This design comes from an exercise in tuning for small area, a short achievable clock period and few clock cycles per item on the open sky130 flow, not from production work. Function was checked by simulation only, so behaviour that the tests miss may differ from the original.

<file path="flow/config.mk">
export PLATFORM = sky130hd
export DESIGN_NAME = catmull_rom_point_evaluator_unit
export DESIGN_NICKNAME = catmull_rom_point_evaluator_unit
export VERILOG_FILES = /design/flow/design.v
export SDC_FILE = /design/flow/constraint.sdc
export NUM_CORES = 4
export LEC_CHECK = 0
export CAP_MARGIN = 20
export CORE_MARGIN = 2
export CORE_UTILIZATION = 40
export SLEW_MARGIN = 20
</file>
<file path="flow/constraint.sdc">
create_clock -name core_clock -period 10.0 [get_ports {clk}]
set_input_delay 2.0000 -clock core_clock [delete_from_list [all_inputs] [get_ports {clk}]]
set_output_delay 2.0000 -clock core_clock [all_outputs]
set_load 0.01 [all_outputs]
</file>
<file path="flow/design.v">
package crpe_pkg;
  localparam int COORD_WIDTH = 16;
  localparam int T_FRAC_BITS = 16;
  localparam int NUM_REGS   = 8;
  localparam int REG_IDX_W  = $clog2(NUM_REGS);
  localparam int CFG_AW     = REG_IDX_W + 2;
  localparam int CFG_DW     = 32;
  localparam int UU_W   = 2 * T_FRAC_BITS;
  localparam int Q_W    = T_FRAC_BITS + 3;
  localparam int PROD_W = COORD_WIDTH + Q_W;
  localparam int PAIR_W = PROD_W + 1;
  localparam int SUM_W  = PROD_W + 2;
  localparam int SHIFT  = T_FRAC_BITS + 1;
  localparam int NUM_STG = 7;
  typedef logic signed [COORD_WIDTH-1:0] coord_t;
  typedef logic        [T_FRAC_BITS-1:0] frac_t;
  typedef logic signed [Q_W-1:0]         q_t;
  typedef logic signed [PROD_W-1:0]      prod_t;
  typedef logic signed [PAIR_W-1:0]      pair_t;
  typedef logic signed [SUM_W-1:0]       sum_t;
  typedef logic        [REG_IDX_W-1:0]   reg_idx_t;
  typedef struct packed {
    logic signed [Q_W-1:0] q0;
    logic signed [Q_W-1:0] q1;
    logic signed [Q_W-1:0] q2;
    logic signed [Q_W-1:0] q3;
  } wgt_t;
  typedef struct packed {
    logic signed [COORD_WIDTH-1:0] p0;
    logic signed [COORD_WIDTH-1:0] p1;
    logic signed [COORD_WIDTH-1:0] p2;
    logic signed [COORD_WIDTH-1:0] p3;
  } axis_pts_t;
  typedef struct packed {
    logic [NUM_STG-1:0] load;
  } pipe_ctrl_t;
  localparam reg_idx_t REG_P0_X = reg_idx_t'(0);
  localparam reg_idx_t REG_P0_Y = reg_idx_t'(1);
  localparam reg_idx_t REG_P1_X = reg_idx_t'(2);
  localparam reg_idx_t REG_P1_Y = reg_idx_t'(3);
  localparam reg_idx_t REG_P2_X = reg_idx_t'(4);
  localparam reg_idx_t REG_P2_Y = reg_idx_t'(5);
  localparam reg_idx_t REG_P3_X = reg_idx_t'(6);
  localparam reg_idx_t REG_P3_Y = reg_idx_t'(7);
  function automatic coord_t reset_pt(input int idx);
    case (idx)
      0:       reset_pt = coord_t'(10);
      1:       reset_pt = coord_t'(30);
      2:       reset_pt = coord_t'(140);
      3:       reset_pt = coord_t'(70);
      4:       reset_pt = coord_t'(140);
      5:       reset_pt = coord_t'(110);
      6:       reset_pt = coord_t'(40);
      default: reset_pt = coord_t'(50);
    endcase
  endfunction
  localparam q_t     Q_TWO     = q_t'(64'd1 << SHIFT);
  localparam sum_t   TRUNC_BIAS = sum_t'((64'd1 << SHIFT) - 64'd1);
  localparam coord_t COORD_MAX = coord_t'((64'd1 << (COORD_WIDTH - 1)) - 64'd1);
  localparam coord_t COORD_MIN = coord_t'(64'd1 << (COORD_WIDTH - 1));
endpackage
module crpe_weights (
  input  logic                 clk,
  input  crpe_pkg::pipe_ctrl_t ctrl,
  input  crpe_pkg::frac_t      t_frac,
  output crpe_pkg::wgt_t       wgt
);
  crpe_pkg::frac_t u1_r, tt1_r;
  crpe_pkg::frac_t u2_r, tt2_r, ttt2_r;
  crpe_pkg::wgt_t  wgt_r;
  logic [crpe_pkg::UU_W-1:0] uu;
  logic [crpe_pkg::UU_W-1:0] tuu;
  crpe_pkg::frac_t           tt_nxt;
  crpe_pkg::frac_t           ttt_nxt;
  crpe_pkg::q_t              u_s, tt_s, ttt_s;
  crpe_pkg::wgt_t            wgt_nxt;
  always_comb begin
    uu      = crpe_pkg::UU_W'(t_frac) * crpe_pkg::UU_W'(t_frac);
    tt_nxt  = uu[crpe_pkg::UU_W-1:crpe_pkg::T_FRAC_BITS];
    tuu     = crpe_pkg::UU_W'(tt1_r) * crpe_pkg::UU_W'(u1_r);
    ttt_nxt = tuu[crpe_pkg::UU_W-1:crpe_pkg::T_FRAC_BITS];
  end
  always_comb begin
    u_s   = crpe_pkg::q_t'(u2_r);
    tt_s  = crpe_pkg::q_t'(tt2_r);
    ttt_s = crpe_pkg::q_t'(ttt2_r);
    wgt_nxt.q0 = (tt_s <<< 1) - ttt_s - u_s;
    wgt_nxt.q1 = (ttt_s <<< 1) + ttt_s - (tt_s <<< 2) - tt_s + crpe_pkg::Q_TWO;
    wgt_nxt.q2 = u_s + (tt_s <<< 2) - (ttt_s <<< 1) - ttt_s;
    wgt_nxt.q3 = ttt_s - tt_s;
  end
  always_ff @(posedge clk) begin
    if (ctrl.load[0]) begin
      u1_r  <= t_frac;
      tt1_r <= tt_nxt;
    end
    if (ctrl.load[1]) begin
      u2_r   <= u1_r;
      tt2_r  <= tt1_r;
      ttt2_r <= ttt_nxt;
    end
    if (ctrl.load[2]) begin
      wgt_r <= wgt_nxt;
    end
  end
  assign wgt = wgt_r;
endmodule
module crpe_blend (
  input  logic                 clk,
  input  crpe_pkg::pipe_ctrl_t ctrl,
  input  crpe_pkg::wgt_t       wgt,
  input  crpe_pkg::axis_pts_t  pts,
  output crpe_pkg::coord_t     coord
);
  crpe_pkg::prod_t  prod0_r, prod1_r, prod2_r, prod3_r;
  crpe_pkg::pair_t  pair0_r, pair1_r;
  crpe_pkg::sum_t   total_r;
  crpe_pkg::coord_t coord_r;
  crpe_pkg::sum_t   adj;
  crpe_pkg::sum_t   quo;
  crpe_pkg::coord_t coord_nxt;
  always_comb begin
    adj = total_r + (total_r[crpe_pkg::SUM_W-1] ? crpe_pkg::TRUNC_BIAS : '0);
    quo = adj >>> crpe_pkg::SHIFT;
    if (quo > crpe_pkg::sum_t'(crpe_pkg::COORD_MAX)) begin
      coord_nxt = crpe_pkg::COORD_MAX;
    end else if (quo < crpe_pkg::sum_t'(crpe_pkg::COORD_MIN)) begin
      coord_nxt = crpe_pkg::COORD_MIN;
    end else begin
      coord_nxt = crpe_pkg::coord_t'(quo);
    end
  end
  always_ff @(posedge clk) begin
    if (ctrl.load[3]) begin
      prod0_r <= crpe_pkg::prod_t'(pts.p0) * crpe_pkg::prod_t'(wgt.q0);
      prod1_r <= crpe_pkg::prod_t'(pts.p1) * crpe_pkg::prod_t'(wgt.q1);
      prod2_r <= crpe_pkg::prod_t'(pts.p2) * crpe_pkg::prod_t'(wgt.q2);
      prod3_r <= crpe_pkg::prod_t'(pts.p3) * crpe_pkg::prod_t'(wgt.q3);
    end
    if (ctrl.load[4]) begin
      pair0_r <= crpe_pkg::pair_t'(prod0_r) + crpe_pkg::pair_t'(prod1_r);
      pair1_r <= crpe_pkg::pair_t'(prod2_r) + crpe_pkg::pair_t'(prod3_r);
    end
    if (ctrl.load[5]) begin
      total_r <= crpe_pkg::sum_t'(pair0_r) + crpe_pkg::sum_t'(pair1_r);
    end
    if (ctrl.load[6]) begin
      coord_r <= coord_nxt;
    end
  end
  assign coord = coord_r;
endmodule
module catmull_rom_point_evaluator_unit (
  input  logic                          clk,
  input  logic                          rst_n,
  input  logic                          in_valid,
  output logic                          in_ready,
  input  logic [crpe_pkg::T_FRAC_BITS-1:0] in_t_frac,
  output logic                          out_valid,
  input  logic                          out_ready,
  output logic [crpe_pkg::COORD_WIDTH-1:0] curve_x,
  output logic [crpe_pkg::COORD_WIDTH-1:0] curve_y,
  input  logic                          psel,
  input  logic                          penable,
  input  logic                          pwrite,
  input  logic [crpe_pkg::CFG_AW-1:0]   paddr,
  input  logic [crpe_pkg::CFG_DW-1:0]   pwdata,
  output logic [crpe_pkg::CFG_DW-1:0]   prdata,
  output logic                          pready
);
  crpe_pkg::coord_t pt_r [crpe_pkg::NUM_REGS];
  logic [crpe_pkg::NUM_STG-1:0] valid_r;
  logic [crpe_pkg::NUM_STG-1:0] valid_nxt;
  logic [crpe_pkg::NUM_STG:0]   stg_rdy;
  logic [crpe_pkg::NUM_STG-1:0] prev_valid;
  crpe_pkg::pipe_ctrl_t         ctrl;
  crpe_pkg::reg_idx_t  reg_idx;
  logic                cfg_wr;
  crpe_pkg::wgt_t      wgt;
  crpe_pkg::axis_pts_t pts_x, pts_y;
  crpe_pkg::coord_t    coord_x, coord_y;
  assign reg_idx = paddr[crpe_pkg::CFG_AW-1:2];
  assign cfg_wr  = psel && penable && pwrite;
  assign pready  = 1'b1;
  assign prdata  = {{(crpe_pkg::CFG_DW - crpe_pkg::COORD_WIDTH){1'b0}}, pt_r[reg_idx]};
  always_ff @(posedge clk) begin
    if (!rst_n) begin
      for (int i = 0; i < crpe_pkg::NUM_REGS; i++) begin
        pt_r[i] <= crpe_pkg::reset_pt(i);
      end
    end else if (cfg_wr) begin
      pt_r[reg_idx] <= crpe_pkg::coord_t'(pwdata[crpe_pkg::COORD_WIDTH-1:0]);
    end
  end
  always_comb begin
    prev_valid = {valid_r[crpe_pkg::NUM_STG-2:0], in_valid};
    stg_rdy[crpe_pkg::NUM_STG] = out_ready;
    for (int k = crpe_pkg::NUM_STG - 1; k >= 0; k--) begin
      stg_rdy[k] = !valid_r[k] || stg_rdy[k+1];
    end
    for (int k = 0; k < crpe_pkg::NUM_STG; k++) begin
      ctrl.load[k] = stg_rdy[k] && prev_valid[k];
      valid_nxt[k] = stg_rdy[k] ? prev_valid[k] : valid_r[k];
    end
  end
  always_ff @(posedge clk) begin
    if (!rst_n) begin
      valid_r <= '0;
    end else begin
      valid_r <= valid_nxt;
    end
  end
  assign pts_x = {pt_r[crpe_pkg::REG_P0_X], pt_r[crpe_pkg::REG_P1_X],
                   pt_r[crpe_pkg::REG_P2_X], pt_r[crpe_pkg::REG_P3_X]};
  assign pts_y = {pt_r[crpe_pkg::REG_P0_Y], pt_r[crpe_pkg::REG_P1_Y],
                   pt_r[crpe_pkg::REG_P2_Y], pt_r[crpe_pkg::REG_P3_Y]};
  crpe_weights u_weights (
    .clk    (clk),
    .ctrl   (ctrl),
    .t_frac (in_t_frac),
    .wgt    (wgt)
  );
  crpe_blend u_blend_x (
    .clk   (clk),
    .ctrl  (ctrl),
    .wgt   (wgt),
    .pts   (pts_x),
    .coord (coord_x)
  );
  crpe_blend u_blend_y (
    .clk   (clk),
    .ctrl  (ctrl),
    .wgt   (wgt),
    .pts   (pts_y),
    .coord (coord_y)
  );
  assign in_ready  = stg_rdy[0];
  assign out_valid = valid_r[crpe_pkg::NUM_STG-1];
  assign curve_x   = coord_x;
  assign curve_y   = coord_y;
endmodule
</file>
<file path="flow/run.sh">
#!/bin/bash
# synth_recipe.tcl (not shown) runs the flow's synth.tcl, then flattens the netlist and writes it again
# the make line also repeats each setting of config.mk as NAME=value (left out here)
make -C /OpenROAD-flow-scripts/flow DESIGN_CONFIG=/design/flow/config.mk WORK_HOME=/design/flow/orfs CLKGATE_MAP_FILE= SYNTH_SCRIPT=/design/flow/synth_recipe.tcl finish
</file>
==> results.txt <==
Clock tree:
- TritonCTS built the clock tree.
- The root cell of the clock tree is clkbuf_16.
- The number of setup buffers added after CTS is 0.
- The count of hold buffers inserted by post-cts repair is 0.
- CTS built an H-tree with a depth of 3.
- In this run, post-CTS repair resized a total of 0 instances.
- The largest buffer count on any clock path is 4.
- After clock tree synthesis, the clock-pin slew on the worst setup and hold paths is 0.06 ns.
- The clock drives 817 sinks.
- The later-pin clock latency in the skew report is 0.91 ns.
- The number of buffers created by CTS is 104.

Synth:
- Sequential cells were found to cover 16.6% of the synthesized design area.
- Dividing the synthesized area by the synthesized cell count gives 9.79 um2.
- The dominant synthesized flop cell is edfxtp_1.
- The most common cell in the synthesized netlist is inv_1.
- The number of synthesized flops with an enable pin is 810.
- Sorting the synthesized cells by how often they occur yields inv_1, fa_1, nand2_1.
- Synthesis handed over a netlist of 15100 instances.
- For this run, the number of Yosys warnings is 3.
- fa_1 takes more of the synthesized area than any other cell.
- Counting flops with an async set or reset pin after synthesis yields a share of 0%.
- The netlist uses 97 different library cells.
- Sorting the synthesized cells by area gives the leading types as fa_1, edfxtp_1, ha_1.
- The mapped netlist covers 147000 um2.
- The synthesized flop and latch total is 817.
- The proportion of netlist area held by the largest area contributor is 38.1%.

Route:
- The first TritonRoute pass finished after 6 iterations.
- The routed layout has 102000 vias.
- The detail-routed via count per cell is 5.17.
- The routed design has 398000 um of wire.
- The number of remaining DRC errors is 0.
- The iteration-0 DRC count of the detailed router is 7504.
- The routed wirelength normalized by instance count is 20.1 um.
- In this run the remaining antenna-violating nets after routing total 0.

STA:
- Setup repair after global routing left no endpoint under its margin.
- In this run the tightest slew margin relative to its limit is 19.3%.
- The max-slew violation count came to 0.
- Based on the critical path, the design can be clocked at up to 123 MHz.
- Setup violations remaining at the end of the flow were counted as 0.
- The worst-margin pin slew is 1.21 ns.
- The worst path uses 81.6% of the clock period.
- The minimum clock period after layout is 8.16 ns.
- The count of final hold-check violations came to 0.
- The post-layout worst setup margin is 1.84 ns.
- The summed negative setup slack over all endpoints is 0 ns.
- The clock skew is 0.148 ns.

Global routing:
- The number of global-route vias before repair came to 106000.
- Global routing used 21.8% of the available tracks across all layers.
- The number of antenna violations at the first check in global routing is 48.
- The pin count of the biggest net entering global routing is 92.
- For this run the aggregate overflow at the end of global routing stands at 0.
- The first global-routing pass estimated 624000 um of wire.

Finish:
- The fill cell instance count of the final layout is 35500.
- The post-route core utilization is 42.9%.
- The final net count is 19000.
- The post-route netlist has 2.77% of its cells at a drive strength greater than 1.
- The area growth from synthesis to layout is 6.65%.

Run:
- The tool flagged a number of max-cap violations equal to 0.

Worst setup path:
- The startpoint class of the critical path is a primary input.
- For the worst setup path, the data required time is 10.53 ns.
- The kind of critical path is in2reg.
- The highest net fanout along the worst path is 15.
- The kind of end point of the critical path is a flop.
- The data arrival time of the critical path is 8.68 ns.

Floorplanning:
- After floorplanning, the core was divided into 222 placement rows.
- The horizontal extent of the die is 611 um.
- The number of primary I/O pins is 127.
- The region available for standard cell placement spans 366000 um2.
- The area of the die is 373000 um2.
- The effective utilization at floorplan is 40.2%.
- The die height is 611 um.

Place:
- Detailed placement finished with a half-perimeter wire length of 321000 um.
- The count of buffers from port buffering is 91.
- The placer's final routability congestion estimate is 0.934.
- The setup slack after placement is 0.970 ns.

Status:
- The run finished with no timing, DRC or antenna violations.

Hold path:
- The tightest min-delay check is of the reg2reg type.
==> per-layer routing <==
metal,global-route usage (%),share of wire [%],routed length [um],up-vias
met3,3.22,6.9,27400,611
li1,-,-,-,46300
met2,35.0,46,182000,3034
met1,29.2,42,167000,52300
met4,10.0,5.5,21800,6
met5,0,0.013,51,-
==> flip-flops by register name (all words and copies together), names as in the netlist, 35 cells and up <==
name / count
u_blend_x.prod1_r: 35
u_blend_y.prod3_r: 35
u_blend_y.prod1_r: 35
u_blend_y.prod0_r: 35
u_blend_x.prod2_r: 35
u_blend_y.pair0_r: 36
u_blend_x.pair0_r: 36
pt_r: 128
u_blend_y.prod2_r: 35
u_blend_y.pair1_r: 36
u_blend_x.total_r: 37
u_blend_x.prod3_r: 35
u_blend_x.pair1_r: 36
u_weights.wgt_r: 72
u_blend_y.total_r: 37
u_blend_x.prod0_r: 35
==> cells by family (layout without fill, tap and decap cells) <==
logic type	after synthesis	count (layout)	share of synthesized area (%)
multiplexers	12	12	0.0823
adder cells (fa/ha/maj)	4080	4080	48.9
AND/OR/NAND/NOR	4121	4121	13.9
buffers and inverters	3864	3748	9.88
other	2	23	0.00509
AO/OA/AOI/OAI	1577	1577	7.10
XOR/XNOR	595	595	3.53
flip-flops	817	817	16.6
==> stage by stage <==
stage                     cell area [um2]  cells  hold WS [ns]
after floorplan                    148000  15100         0.447
after global routing               157000  19800         0.549
final                              157000  19800         0.516
after global placement             154000  19600         0.492
after CTS                          157000  19800         0.520
after detailed placement           154000  19600         0.488
==> layout by cell type (no fill, tap or decap), types with 212 or more instances in the layout <==
cell and n:
edfxtp_1 810, nand2_1 1593, a21oi_1 436, ha_1 1273
nor2_1 449, fa_1 2807, xnor2_1 439, a21o_1 212
inv_1 3286, and2_1 1299
==> worst paths after layout <==
check	start	to	slack, ns	depth (start not counted)
setup / recovery	in_t_frac[1]	u_weights.tt1_r[13]	1.84	22
hold / removal	valid_r[3]	valid_r[4]	0.52	2
setup reg to reg	u_weights.wgt_r[24]	u_blend_x.prod2_r[28]	2.06	21
hold reg to reg	valid_r[3]	valid_r[4]	0.52	2
==> cell type report <==
cell class              count  area, um2  share of cell area, %
well taps                4816       6030                   3.83
flip-flops and latches    817      24500                   15.6
diodes                      6       15.0                0.00955
clock inverters            67        778                  0.495
inverters                3286      12300                   7.84
clock buffers             117       2670                   1.70
multi-input cells       10400     109000                   69.0
repair buffers            278       2390                   1.52
==> worst max-delay path: stages <==
cell,delay (ns)
clkdlybuf4s50_1,0.76
and2_1,0.37
fa_1,0.50
inv_1,0.06
fa_1,0.52
inv_1,0.05
fa_1,0.41
fa_1,0.49
fa_1,0.54
inv_1,0.05
fa_1,0.47
inv_1,0.04
ha_1,0.30
a21oi_1,0.15
o211ai_1,0.12
or3_1,0.33
o211ai_1,0.34
o211ai_1,0.21
o41ai_1,0.52
o21bai_1,0.17
a21oi_1,0.20
xnor2_1,0.08
Testbench counts, summed over its fixed seeds: cycles 9,664, items 8,192.

separate check: timing with driven ports:
Ports are ideal in the flow. The routed layout listed here was re-timed in OpenROAD. Step 1: set_driving_cell puts a clkbuf_16 on clk and a buf_2 on each other input, an assumption about the parent block. Step 2 adds t to the input delays and takes it off the output delays; t is the mean of the earliest and latest rising clock arrival at the registers after step 1. Input paths then give back, and output paths get back, about the clock's delay inside the block. Three values: ideal ports, drivers, drivers and shift; two values: the first two.
t, ns: 0.936
slack for setup (ns): 1.845 / 1.916 / 0.979
slew at the worst register clock pin (ns): 0.08 / 0.08
After both steps setup and hold are still met in this run. For this run, drivers alone change the setup slack by +0.071 ns; drivers and shift together by -0.866 ns.
